Context: an optimization exercise on an open-source flow, tuned for small area and a short achievable clock period. The choices shown serve that exercise and are no tape-out recipe. Function not checked in this run: the RTL went through the layout flow alone. Power figures rest on the tool's default switching activity, not on a simulated workload.

==> flow/design.v <==
package vss_pkg;
  localparam int unsigned COUNT_WIDTH_DEF = 32;
  localparam int unsigned PROB_WIDTH_DEF  = 16;
  localparam int unsigned WIN_WIDTH       = 16;
  localparam int unsigned CFG_IDX_WIDTH   = 3;
  localparam logic [31:0] THRESH_RESET      = 32'd32768;
  localparam logic [31:0] GAP_RESET         = 32'd9830;
  localparam logic [WIN_WIDTH-1:0] WIN_RESET = 16'd1024;
  localparam logic [31:0] MIN_SIL_RESET     = 32'd0;
  localparam logic [31:0] SPLIT_PAUSE_RESET = 32'd1568;
  localparam logic [31:0] MIN_SPEECH_RESET  = 32'd1024;
  typedef enum logic [CFG_IDX_WIDTH-1:0] {
    CFG_THRESHOLD   = 3'd0,
    CFG_GAP         = 3'd1,
    CFG_WINDOW      = 3'd2,
    CFG_MIN_SILENCE = 3'd3,
    CFG_SPLIT_PAUSE = 3'd4,
    CFG_MIN_SPEECH  = 3'd5,
    CFG_MAX_SPEECH  = 3'd6
  } vss_cfg_idx_e;
  typedef enum logic [1:0] {
    REASON_SILENCE = 2'd0,
    REASON_SPLIT   = 2'd1,
    REASON_EOS     = 2'd2
  } vss_reason_e;
  typedef enum logic {
    KIND_PROB = 1'b0,
    KIND_EOS  = 1'b1
  } vss_kind_e;
endpackage
import vss_pkg::*;
module vss_cmp #(
  parameter int unsigned N = 32
) (
  input  logic [N-1:0] a_i,
  input  logic [N-1:0] nb_i,
  output logic         gt_o,
  output logic         lt_o
);
  if (N == 1) begin : g_leaf
    assign gt_o = a_i[0] & nb_i[0];
    assign lt_o = ~(a_i[0] | nb_i[0]);
  end else begin : g_node
    localparam int unsigned L = N / 2;
    logic gt_h, lt_h, gt_l, lt_l;
    vss_cmp #(.N(N - L)) u_h (.a_i(a_i[N-1:L]), .nb_i(nb_i[N-1:L]), .gt_o(gt_h), .lt_o(lt_h));
    vss_cmp #(.N(L))     u_l (.a_i(a_i[L-1:0]), .nb_i(nb_i[L-1:0]), .gt_o(gt_l), .lt_o(lt_l));
    assign gt_o = gt_h | (~lt_h & gt_l);
    assign lt_o = lt_h | (~gt_h & lt_l);
  end
endmodule
module vss_diff_cmp #(
  parameter int unsigned N = 32
) (
  input  logic [N-1:0] nx_i,       
  input  logic [N-1:0] y_i,
  input  logic [N-1:0] k_i,
  input  logic         borrow_i,   
  output logic         gt_o,       
  output logic         ge_o        
);
  logic [N-1:0] sp, cp;
  logic         z_gt, z_lt, c_top, s_gt, s_ge;
  assign sp = nx_i ^ (y_i ^ k_i);   
  assign cp = (nx_i & y_i) | (nx_i & k_i) | (y_i & k_i);
  vss_cmp #(.N(N)) u_cmp (.a_i({cp[N-2:0], 1'b0}), .nb_i(sp), .gt_o(z_gt), .lt_o(z_lt));
  assign c_top = ~cp[N-1];
  assign s_gt  = z_lt;    
  assign s_ge  = ~z_gt;   
  assign gt_o  = (c_top & s_gt) | (c_top & borrow_i) | (s_gt & borrow_i);
  assign ge_o  = (c_top & s_ge) | (c_top & borrow_i) | (s_ge & borrow_i);
endmodule
module vss_core #(
  parameter int unsigned COUNT_WIDTH = COUNT_WIDTH_DEF,
  parameter int unsigned PROB_WIDTH  = PROB_WIDTH_DEF
) (
  input  logic                   clk_i,
  input  logic                   rst_ni,
  input  logic                   step_i,
  input  logic                   kind_i,
  input  logic [PROB_WIDTH-1:0]  prob_i,
  input  logic [COUNT_WIDTH-1:0] stream_len_i,
  input  logic [PROB_WIDTH-1:0]  thresh_n_i,   
  input  logic [PROB_WIDTH-1:0]  gap_i,
  input  logic [WIN_WIDTH-1:0]   window_i,     
  input  logic                   window_we_i,  
  input  logic [WIN_WIDTH-1:0]   window_wd_i,  
  input  logic [COUNT_WIDTH-1:0] min_sil_i,
  input  logic [COUNT_WIDTH-1:0] split_pause_i,
  input  logic [COUNT_WIDTH-1:0] min_speech_i,
  input  logic [COUNT_WIDTH-1:0] max_speech_i,
  output logic                   res_valid_o,
  output logic [1:0]             res_reason_o,
  output logic [COUNT_WIDTH-1:0] res_start_o,      
  output logic [COUNT_WIDTH-1:0] res_end_o         
);
  logic                   in_speech_q, sil_valid_q, pause_valid_q, resumed_q, sil_lt_open_q;
  logic [COUNT_WIDTH-1:0] count_q, next_nq, next_q, open_q, resume_q, sil_q, pend_q;
  logic [COUNT_WIDTH-1:0] count_d, sil_s;
  logic is_speech, is_silence, split_hit, long_pause, sil_ok, speech_ok;
  logic spk_gt, spk_lt, sil_gt, sil_lt;
  logic b_open, b_sil, b_run;
  logic max_gt, max_ge, sp_gt, sp_ge, msil_gt, msil_ge, msp_gt, msp_ge;
  logic [PROB_WIDTH-1:0] psn, pcn;
  logic [COUNT_WIDTH-1:0] next_n, sil_s_n;
  logic win, silence_br, resuming, res_valid;
  logic wr_open, wr_resume, wr_sil, wr_pend;
  vss_cmp #(.N(PROB_WIDTH)) u_spk (.a_i(prob_i), .nb_i(thresh_n_i), .gt_o(spk_gt), .lt_o(spk_lt));
  assign is_speech = !spk_lt;
  assign psn = thresh_n_i ^ (prob_i ^ gap_i);
  assign pcn = (thresh_n_i & prob_i) | (thresh_n_i & gap_i) | (prob_i & gap_i);
  vss_cmp #(.N(PROB_WIDTH)) u_sil (
    .a_i({pcn[PROB_WIDTH-2:0], 1'b0}), .nb_i(psn), .gt_o(sil_gt), .lt_o(sil_lt)
  );
  assign is_silence = ~pcn[PROB_WIDTH-1] & sil_lt;
  assign sil_s   = sil_valid_q ? sil_q : next_q;
  assign sil_s_n = ~sil_s;
  assign next_q  = ~next_nq;
  assign next_n  = next_nq;
  logic unused_b, unused_c;
  vss_cmp #(.N(COUNT_WIDTH)) u_b_open (.a_i(open_q), .nb_i(next_nq), .gt_o(b_open), .lt_o(unused_b));
  vss_cmp #(.N(COUNT_WIDTH)) u_b_sil (.a_i(sil_q), .nb_i(next_nq), .gt_o(b_sil), .lt_o(unused_c));
  assign b_run = sil_valid_q ? sil_lt_open_q : b_open;
  vss_diff_cmp #(.N(COUNT_WIDTH)) u_max (
    .nx_i(next_n), .y_i(open_q), .k_i(max_speech_i), .borrow_i(b_open), .gt_o(max_gt), .ge_o(max_ge)
  );
  vss_diff_cmp #(.N(COUNT_WIDTH)) u_sp (
    .nx_i(next_n), .y_i(sil_q), .k_i(split_pause_i), .borrow_i(b_sil), .gt_o(sp_gt), .ge_o(sp_ge)
  );
  vss_diff_cmp #(.N(COUNT_WIDTH)) u_msil (
    .nx_i(next_n), .y_i(sil_q), .k_i(min_sil_i), .borrow_i(b_sil), .gt_o(msil_gt), .ge_o(msil_ge)
  );
  vss_diff_cmp #(.N(COUNT_WIDTH)) u_msp (
    .nx_i(sil_s_n), .y_i(open_q), .k_i(min_speech_i), .borrow_i(b_run), .gt_o(msp_gt), .ge_o(msp_ge)
  );
  assign split_hit  = in_speech_q && (max_speech_i != '1) && max_gt;
  assign long_pause = sil_valid_q && sp_gt;
  assign sil_ok     = sil_valid_q ? msil_ge : (min_sil_i == '0);
  assign speech_ok  = msp_gt;
  assign win        = !kind_i;
  assign silence_br = win && !split_hit && is_silence && in_speech_q;
  assign resuming   = pause_valid_q && resumed_q;
  always_comb begin
    res_valid    = 1'b0;
    res_reason_o = REASON_SILENCE;
    if (kind_i == KIND_EOS) begin
      res_valid    = in_speech_q;
      res_reason_o = REASON_EOS;
    end else if (split_hit && !is_speech) begin
      res_valid    = 1'b1;
      res_reason_o = REASON_SPLIT;
    end else if (silence_br) begin
      res_valid = sil_ok && speech_ok;
    end
  end
  assign res_valid_o = res_valid;
  assign wr_open   = win && is_speech && !in_speech_q;
  assign wr_resume = win && is_speech && sil_valid_q && pause_valid_q && !resumed_q;
  assign wr_sil    = kind_i || !sil_valid_q;
  assign wr_pend   = silence_br && long_pause || res_valid && !(win && split_hit && pause_valid_q);
  always_ff @(posedge clk_i) begin
    if (step_i) begin
      if (wr_open || win && !is_speech && split_hit && resuming)
        open_q <= resuming ? resume_q : count_q;
      if (wr_resume || res_valid)
        resume_q <= wr_resume ? count_q : open_q;
      if (wr_sil) begin
        sil_q         <= next_q;
        sil_lt_open_q <= b_open;
      end
      if (wr_pend)
        pend_q <= kind_i ? stream_len_i : ((win && split_hit) ? next_q : sil_s);
    end
  end
  assign res_start_o = resume_q;
  assign res_end_o   = pend_q;
  assign count_d = !step_i ? count_q : (kind_i ? '0 : next_q);
  localparam int unsigned HI = COUNT_WIDTH - WIN_WIDTH;
  logic [WIN_WIDTH-1:0]   window_d, add_p, add_g, pre_p, pre_g;
  logic [HI-1:0]          count_hi_inc;
  logic [COUNT_WIDTH-1:0] next_d;
  assign window_d = window_we_i ? window_wd_i : window_i;
  assign add_p    = count_d[WIN_WIDTH-1:0] ^ window_d;
  assign add_g    = (count_d[WIN_WIDTH-1:0] & window_wd_i & {WIN_WIDTH{window_we_i}})
                  | (count_d[WIN_WIDTH-1:0] & window_i & {WIN_WIDTH{!window_we_i}});
  always_comb begin
    pre_g = add_g;
    pre_p = add_p;
    for (int l = 0; (1 << l) < WIN_WIDTH; l++) begin
      for (int i = WIN_WIDTH - 1; i >= 0; i--) begin
        if (((i >> l) & 1) == 1) begin
          pre_g[i] = pre_g[i] | (pre_p[i] & pre_g[((i >> l) << l) - 1]);
          pre_p[i] = pre_p[i] & pre_p[((i >> l) << l) - 1];
        end
      end
    end
  end
  assign count_hi_inc = count_d[COUNT_WIDTH-1:WIN_WIDTH] + 1'b1;
  assign next_d       = {pre_g[WIN_WIDTH-1] ? count_hi_inc : count_d[COUNT_WIDTH-1:WIN_WIDTH],
                         add_p ^ {pre_g[WIN_WIDTH-2:0], 1'b0}};
  always_ff @(posedge clk_i or negedge rst_ni) begin
    if (!rst_ni) begin
      count_q <= '0;
      next_nq <= ~(COUNT_WIDTH'(WIN_RESET));
    end else begin
      count_q <= count_d;
      next_nq <= ~next_d;
    end
  end
  always_ff @(posedge clk_i or negedge rst_ni) begin
    if (!rst_ni) begin
      in_speech_q   <= 1'b0;
      sil_valid_q   <= 1'b0;
      pause_valid_q <= 1'b0;
      resumed_q     <= 1'b0;
    end else if (step_i) begin
      if (kind_i) begin
        in_speech_q   <= 1'b0;
        sil_valid_q   <= 1'b0;
        pause_valid_q <= 1'b0;
        resumed_q     <= 1'b0;
      end else if (is_speech) begin
        in_speech_q <= 1'b1;
        sil_valid_q <= 1'b0;
        if (sil_valid_q && pause_valid_q) resumed_q <= 1'b1;
      end else if (split_hit) begin
        in_speech_q   <= resuming;
        sil_valid_q   <= 1'b0;
        pause_valid_q <= 1'b0;
        resumed_q     <= 1'b0;
      end else if (silence_br) begin
        if (res_valid) begin
          in_speech_q   <= 1'b0;
          sil_valid_q   <= 1'b0;
          pause_valid_q <= 1'b0;
          resumed_q     <= 1'b0;
        end else begin
          sil_valid_q <= 1'b1;
          if (long_pause) begin
            pause_valid_q <= 1'b1;
            resumed_q     <= 1'b0;
          end
        end
      end
    end
  end
endmodule
import vss_pkg::*;
module vad_speech_segmenter #(
  parameter int unsigned COUNT_WIDTH = COUNT_WIDTH_DEF,
  parameter int unsigned PROB_WIDTH  = PROB_WIDTH_DEF,
  localparam int unsigned CfgWidth   = (COUNT_WIDTH > PROB_WIDTH) ? COUNT_WIDTH : PROB_WIDTH
) (
  input  logic                     clk_i,
  input  logic                     rst_ni,
  input  logic                     cfg_we_i,
  input  logic [CFG_IDX_WIDTH-1:0] cfg_idx_i,
  input  logic [CfgWidth-1:0]      cfg_data_i,
  input  logic                     in_valid_i,
  output logic                     in_stall_o,
  input  logic                     kind_i,
  input  logic [PROB_WIDTH-1:0]    speech_prob_i,
  input  logic [COUNT_WIDTH-1:0]   stream_length_i,
  output logic                     out_valid_o,
  input  logic                     out_stall_i,
  output logic [COUNT_WIDTH-1:0]   seg_start_o,
  output logic [COUNT_WIDTH-1:0]   seg_end_o,
  output logic [1:0]               end_reason_o
);
  logic [PROB_WIDTH-1:0]  thresh_nq, gap_q;   
  logic [WIN_WIDTH-1:0]   window_q;
  logic [COUNT_WIDTH-1:0] min_sil_q, split_pause_q, min_speech_q, max_speech_q;
  logic                   in_valid_q;
  logic                   kind_q;
  logic [COUNT_WIDTH-1:0] payload_q;
  logic                   out_valid_q;
  logic [1:0]             reason_q;
  logic                   advance;
  logic                   window_we;
  logic                   res_valid;
  logic [1:0]             res_reason;
  logic [COUNT_WIDTH-1:0] res_start, res_end;
  assign advance    = in_valid_q && (!out_valid_q || !out_stall_i);
  assign in_stall_o = in_valid_q && out_valid_q && out_stall_i;
  always_ff @(posedge clk_i or negedge rst_ni) begin
    if (!rst_ni) begin
      thresh_nq     <= ~(PROB_WIDTH'(THRESH_RESET));
      gap_q         <= PROB_WIDTH'(GAP_RESET);
      window_q      <= WIN_RESET;
      min_sil_q     <= COUNT_WIDTH'(MIN_SIL_RESET);
      split_pause_q <= COUNT_WIDTH'(SPLIT_PAUSE_RESET);
      min_speech_q  <= COUNT_WIDTH'(MIN_SPEECH_RESET);
      max_speech_q  <= '1;
    end else if (cfg_we_i) begin
      case (cfg_idx_i)
        CFG_THRESHOLD:   thresh_nq     <= ~cfg_data_i[PROB_WIDTH-1:0];
        CFG_GAP:         gap_q         <= cfg_data_i[PROB_WIDTH-1:0];
        CFG_WINDOW:      window_q      <= cfg_data_i[WIN_WIDTH-1:0];
        CFG_MIN_SILENCE: min_sil_q     <= cfg_data_i[COUNT_WIDTH-1:0];
        CFG_SPLIT_PAUSE: split_pause_q <= cfg_data_i[COUNT_WIDTH-1:0];
        CFG_MIN_SPEECH:  min_speech_q  <= cfg_data_i[COUNT_WIDTH-1:0];
        CFG_MAX_SPEECH:  max_speech_q  <= cfg_data_i[COUNT_WIDTH-1:0];
        default: ;
      endcase
    end
  end
  assign window_we = cfg_we_i && cfg_idx_i == CFG_WINDOW;
  always_ff @(posedge clk_i or negedge rst_ni) begin
    if (!rst_ni) begin
      in_valid_q <= 1'b0;
    end else if (!in_stall_o) begin
      in_valid_q <= in_valid_i;
    end
  end
  always_ff @(posedge clk_i) begin
    if (!in_stall_o) begin
      kind_q    <= kind_i;
      payload_q <= kind_i ? stream_length_i
                          : {stream_length_i[COUNT_WIDTH-1:PROB_WIDTH], speech_prob_i};
    end
  end
  vss_core #(
    .COUNT_WIDTH(COUNT_WIDTH),
    .PROB_WIDTH (PROB_WIDTH)
  ) u_core (
    .clk_i          (clk_i),
    .rst_ni         (rst_ni),
    .step_i         (advance),
    .kind_i         (kind_q),
    .prob_i         (payload_q[PROB_WIDTH-1:0]),
    .stream_len_i   (payload_q),
    .thresh_n_i     (thresh_nq),
    .gap_i          (gap_q),
    .window_i       (window_q),
    .window_we_i    (window_we),
    .window_wd_i    (cfg_data_i[WIN_WIDTH-1:0]),
    .min_sil_i      (min_sil_q),
    .split_pause_i  (split_pause_q),
    .min_speech_i   (min_speech_q),
    .max_speech_i   (max_speech_q),
    .res_valid_o    (res_valid),
    .res_reason_o   (res_reason),
    .res_start_o    (res_start),
    .res_end_o      (res_end)
  );
  always_ff @(posedge clk_i or negedge rst_ni) begin
    if (!rst_ni) begin
      out_valid_q <= 1'b0;
    end else if (advance) begin
      out_valid_q <= res_valid;
    end else if (!out_stall_i) begin
      out_valid_q <= 1'b0;
    end
  end
  always_ff @(posedge clk_i) begin
    if (advance) reason_q <= res_reason;
  end
  assign out_valid_o  = out_valid_q;
  assign seg_start_o  = res_start;
  assign seg_end_o    = res_end;
  assign end_reason_o = reason_q;
endmodule
==> flow/flow/run.sh <==
#!/bin/bash
# Layout: the standard flow (standard.sh) with one change: buffer_ports, which puts a
# buffer on every input and output port, uses sky130_fd_sc_hd__buf_1 cells instead of the
# cell it picks by itself (the delay buffer clkdlybuf4s50_1). make's full output goes to
# orfs_make.log here; each tool's own log is under orfs/logs/.
set -euo pipefail
bash standard.sh "BUFFER_PORTS_ARGS=-buffer_cell sky130_fd_sc_hd__buf_1" finish > orfs_make.log 2>&1
==> flow/standard.sh <==
#!/bin/bash
# synth_recipe.tcl (not shown) runs the flow's synth.tcl, then flattens the netlist and writes it again
# the make line also repeats each setting of config.mk as NAME=value (left out here)
make -C /OpenROAD-flow-scripts/flow DESIGN_CONFIG=/design/flow/config.mk WORK_HOME=/design/flow/orfs CLKGATE_MAP_FILE= SYNTH_SCRIPT=/design/flow/synth_recipe.tcl "${@:-finish}"
==> flow/config.mk <==
export PLATFORM = sky130hd
export DESIGN_NAME = vad_speech_segmenter
export DESIGN_NICKNAME = vad_speech_segmenter
export VERILOG_FILES = /design/flow/design.v
export SDC_FILE = /design/flow/constraint.sdc
export NUM_CORES = 4
export LEC_CHECK = 0
export CAP_MARGIN = 5
export CORE_MARGIN = 2
export CORE_UTILIZATION = 65
export CTS_BUF_LIST = sky130_fd_sc_hd__clkbuf_8
export CTS_CLUSTER_DIAMETER = 50
export CTS_CLUSTER_SIZE = 16
export PLACE_DENSITY = 0.75
export SETUP_SLACK_MARGIN = 5
export SLEW_MARGIN = 5
==> flow/constraint.sdc <==
create_clock -name core_clock -period 9.5 [get_ports {clk_i}]
set_input_delay 1.9000 -clock core_clock [delete_from_list [all_inputs] [get_ports {clk_i}]]
set_output_delay 1.9000 -clock core_clock [all_outputs]
set_load 0.01 [all_outputs]
==> run_results.csv <==
group,metric,value,unit
detailed_routing,routed_wl,72410,µm
flow_run,maxCapViolations,0,
synthesis,synth_area_leaders,"edfxtp_1, dfrtp_1, mux2_2",
timing,final.setup.tns,0,ns
timing,hold_viol,0,
clocking,numCtsBuffers,45,
die,die_y,200.6,µm
status,outcome,"finished clean",
die,start_util,0.6544,
timing,post-route-period-util,0.4964,
global_route,overflow,0,
clocking,cts_root_buf,"clkbuf_8",
synthesis,synth-seq-cells,410,
synthesis,ys_seq_area_frac,0.4457,
clocking,clkSinkCount,410,
die,die_area,40230,µm²
detailed_routing,via_per_inst,6.507,
synthesis,synth_top_area_share,0.1961,
timing,slew_headroom,0.2464,
timing,max_freq,0.2121,GHz
worst_setup_path,crit_required,10.09,ns
final_layout,layout_commonest_cell,"mux2_2",
power_and_ir_drop,power.leakage,11.32,nW
timing,worst_pin_slew,1.126,ns
final_layout,drive_gt1_frac,0.2500,
power_and_ir_drop,vdd_drop_max,199.9,µV
power_and_ir_drop,power_density,297.0,nW/µm²
worst_hold_path,hold_class,"reg -> reg",
clocking,clk_latency,0.67,ns
synthesis,synthesis.nets,2510,
synthesis,synth_cells,2273,
timing,setup_viol,0,
place,port_buffers,156,
place,dp_hpwl,49500,µm
clocking,cts_tree,"done",
synthesis,dominantRegCellSynth,"edfxtp_1",
detailed_routing,dr.pass1.iters,5,
detailed_routing,ant_nets,0,
die,dieWidth,200.6,µm
die,num_io_pins,157,
place,post-place-cells,2878,
final_layout,final_cell_mix,"mux2_2, nor2_1, edfxtp_1",
detailed_routing,routedWlPerCell,23.74,µm
global_route,grt_max_degree,168,
worst_setup_path,criticalPathCategory,"in -> reg",
detailed_routing,drt_iter0_markers,1838,
detailed_routing,route.detailed.drc,0,
synthesis,async_flop_share,0.6000,
global_route,grt_pass1_vias,19480,
synthesis,syn-cell-area,25110,µm²
global_route,antenna_found_initial,0,
worst_setup_path,crit_fanout,6,
synthesis,synth.distinct_cells,84,
global_route,grt_usage,0.3576,
global_route,grt_pass1_wl,110700,µm
timing,clock-skew-final,0.04722,ns
place,place_congestion,0.9326,
worst_setup_path,cp-end-kind,"register",
clocking,path_clk_slew,0.09,ns
final_layout,finalNonFillerCells,3050,
synthesis,synth.avg_cell_area,11.05,µm²
detailed_routing,num_vias,19850,
timing,min_period,4.715,ns
clocking,cts_hold_buf,0,
worst_setup_path,arrival,5.30,ns
synthesis,synth_area_leader_cell,"edfxtp_1",
clocking,cts_htree_levels,2,
synthesis,synth-edff-count,164,
final_layout,final_util,0.7480,
timing,slew_viol_final,0,
synthesis,ys_warn_count,2,
die,core_area,38380,µm²
final_layout,syn2layout_area_growth,14.30,%
clocking,cts_buffer_depth,3,
die,rows,72,
timing,rsz0062_at_grt,"true",
final_layout,nNetsFinal,2732,
worst_setup_path,cp-start-kind,"input port",
final_layout,diodes,0,
[state kept, by name (all words and copies together) (netlist names), 2 cells and up]
name,count
split_pause_q,32
thresh_nq,16
min_speech_q,32
max_speech_q,32
u_core.resume_q,32
payload_q,32
u_core.count_q,32
reason_q,2
window_q,16
u_core.open_q,32
u_core.sil_q,32
min_sil_q,32
gap_q,16
u_core.pend_q,32
u_core.next_nq,32
[critical path, cell delays in order]
cell      delay [ns]
buf_8           0.10
and4bb_1        0.31
buf_12          0.13
buf_12          0.13
mux2i_4         0.33
xor2_2          0.20
o211ai_1        0.19
buf_4           0.19
o41ai_4         0.36
a32oi_2         0.15
o41ai_4         0.45
nor2_4          0.07
buf_12          0.15
buf_6           0.11
buf_8           0.12
nor3_4          0.23
xnor2_2         0.16
[per-stage QoR]
stage               total power [mW]  hold slack, ns  setup slack, ns  instance area (µm²)
floorplan                      5.527          0.4649            4.516                25230
global placement               6.438          0.4788            3.452                26270
detailed placement             6.591          0.5004            3.412                26270
CTS                            8.212          0.5138            4.897                28120
global route                   9.031          0.5208            4.642                28710
finish                         8.525          0.5076            4.785                28710
[cell usage after synthesis, types with 13 or more instances]
cell and n:
o31ai_1 42, a21oi_1 160, and2_1 16, nand2_1 151
mux2i_1 26, o221ai_1 13, dfstp_2 90, nor2_1 178
maj3_1 50, a31oi_1 40, inv_1 108, fa_1 113
or3_1 14, clkbuf_1 63, ha_1 35, o22ai_1 28
o211ai_1 29, or2_2 23, nand3_1 27, o21ai_0 139
nor3_1 45, xnor2_1 51, edfxtp_1 164, dfrtp_1 156
nand4_1 15, a22oi_1 18, mux2_2 233, a211oi_1 25
nor4_1 18
[cells by family (layout without fill, tap and decap cells)]
| family | Yosys count | after routing | share of synthesized area |
|---|---|---|---|
| xor gates and xnor gates | 62 | 62 | 0.02162 |
| DFF | 410 | 410 | 0.4457 |
| buffers and inverters | 196 | 452 | 0.03139 |
| and+or+nand+nor | 534 | 535 | 0.09924 |
| muxes | 262 | 262 | 0.1165 |
| AOI/OAI and AO/OA | 610 | 612 | 0.1576 |
| adders and majority gates | 199 | 199 | 0.1279 |
[layout make-up]
type	count	area [µm²]
clock buffers	48	660.6
clock inverters	36	346.6
fillers	2704	9672
inverters	109	420.4
multi-input cells	1670	13760
flip-flops and latches	410	11220
well taps	518	648.1
repair buffers	258	1648
repair inverters	1	6.256
[final timing paths]
path	from	endpoint	slack, ns	cells after the start
hold reg to reg	thresh_nq[0]$_DFFE_PN1P_	thresh_nq[0]$_DFFE_PN1P_	0.51	2
setup reg to reg	u_core.next_nq[17]$_DFF_PN1_	u_core.pend_q[8]$_DFFE_PP_	4.94	14
setup / recovery	cfg_idx_i[2]	u_core.next_nq[21]$_DFF_PN1_	4.78	17
min in group asynchronous	rst_ni	out_valid_q$_DFFE_PN0P_	1.18	1
hold / removal	thresh_nq[0]$_DFFE_PN1P_	thresh_nq[0]$_DFFE_PN1P_	0.51	2
max in group asynchronous	rst_ni	u_core.next_nq[10]$_DFF_PN0_	7.02	2
[per-layer routing]
layer  part of all wire  GRT usage  vias to the layer above  wire length [µm]
li1                   -          -                     8889                 -
met1               0.38     0.4565                     9781             27350
met2               0.49     0.5862                      932             35180
met3              0.071    0.04919                      244              5176
met4              0.065     0.2169                        0              4696
met5                  0          0                        -                 0
[report_power, final]
part / internal [mW] / switching, mW / leakage [nW]
logic: 1.85 / 2.37 / 6.33
clock network: 0.592 / 0.744 / 0.530
registers: 2.41 / 0.555 / 4.46
total: 4.85 / 3.67 / 11.3
[timing repair]
action	4_1_cts	5_1_grt
setup endpoints to repair	138	130
pin swaps	34	34
gates resized for setup	84	54
buffers inserted	41	39
cloned	7	1

[afterwards: timing with drivers on the ports]
How much do the figures lean on ideal ports? The routed layout below was timed once more, with nothing changed but the port constraints.
Step 1: set_driving_cell puts a clkbuf_16 on clk_i and a buf_2 on each other input, an assumption about the parent block.
Step 2 adds t to the input delays and takes it off the output delays; t is the mean of the earliest and latest rising clock arrival at the registers after step 1. Input paths then give back, and output paths get back, about the clock's delay inside the block.
Slacks: ideal / step 1 / step 2; pairs: ideal / step 1.
t (ns): 0.698
setup slack, ns: 4.785 / 4.799 / 4.101
latest minus earliest clock arrival (ns): 0.047 / 0.048
worst data-port slew with drivers (ns): 0.06
pins driven straight from the clock port: 1
After both steps setup and hold are still met in this run. The setup slack of this run moves by +0.014 ns with the drivers and by -0.684 ns with both steps.
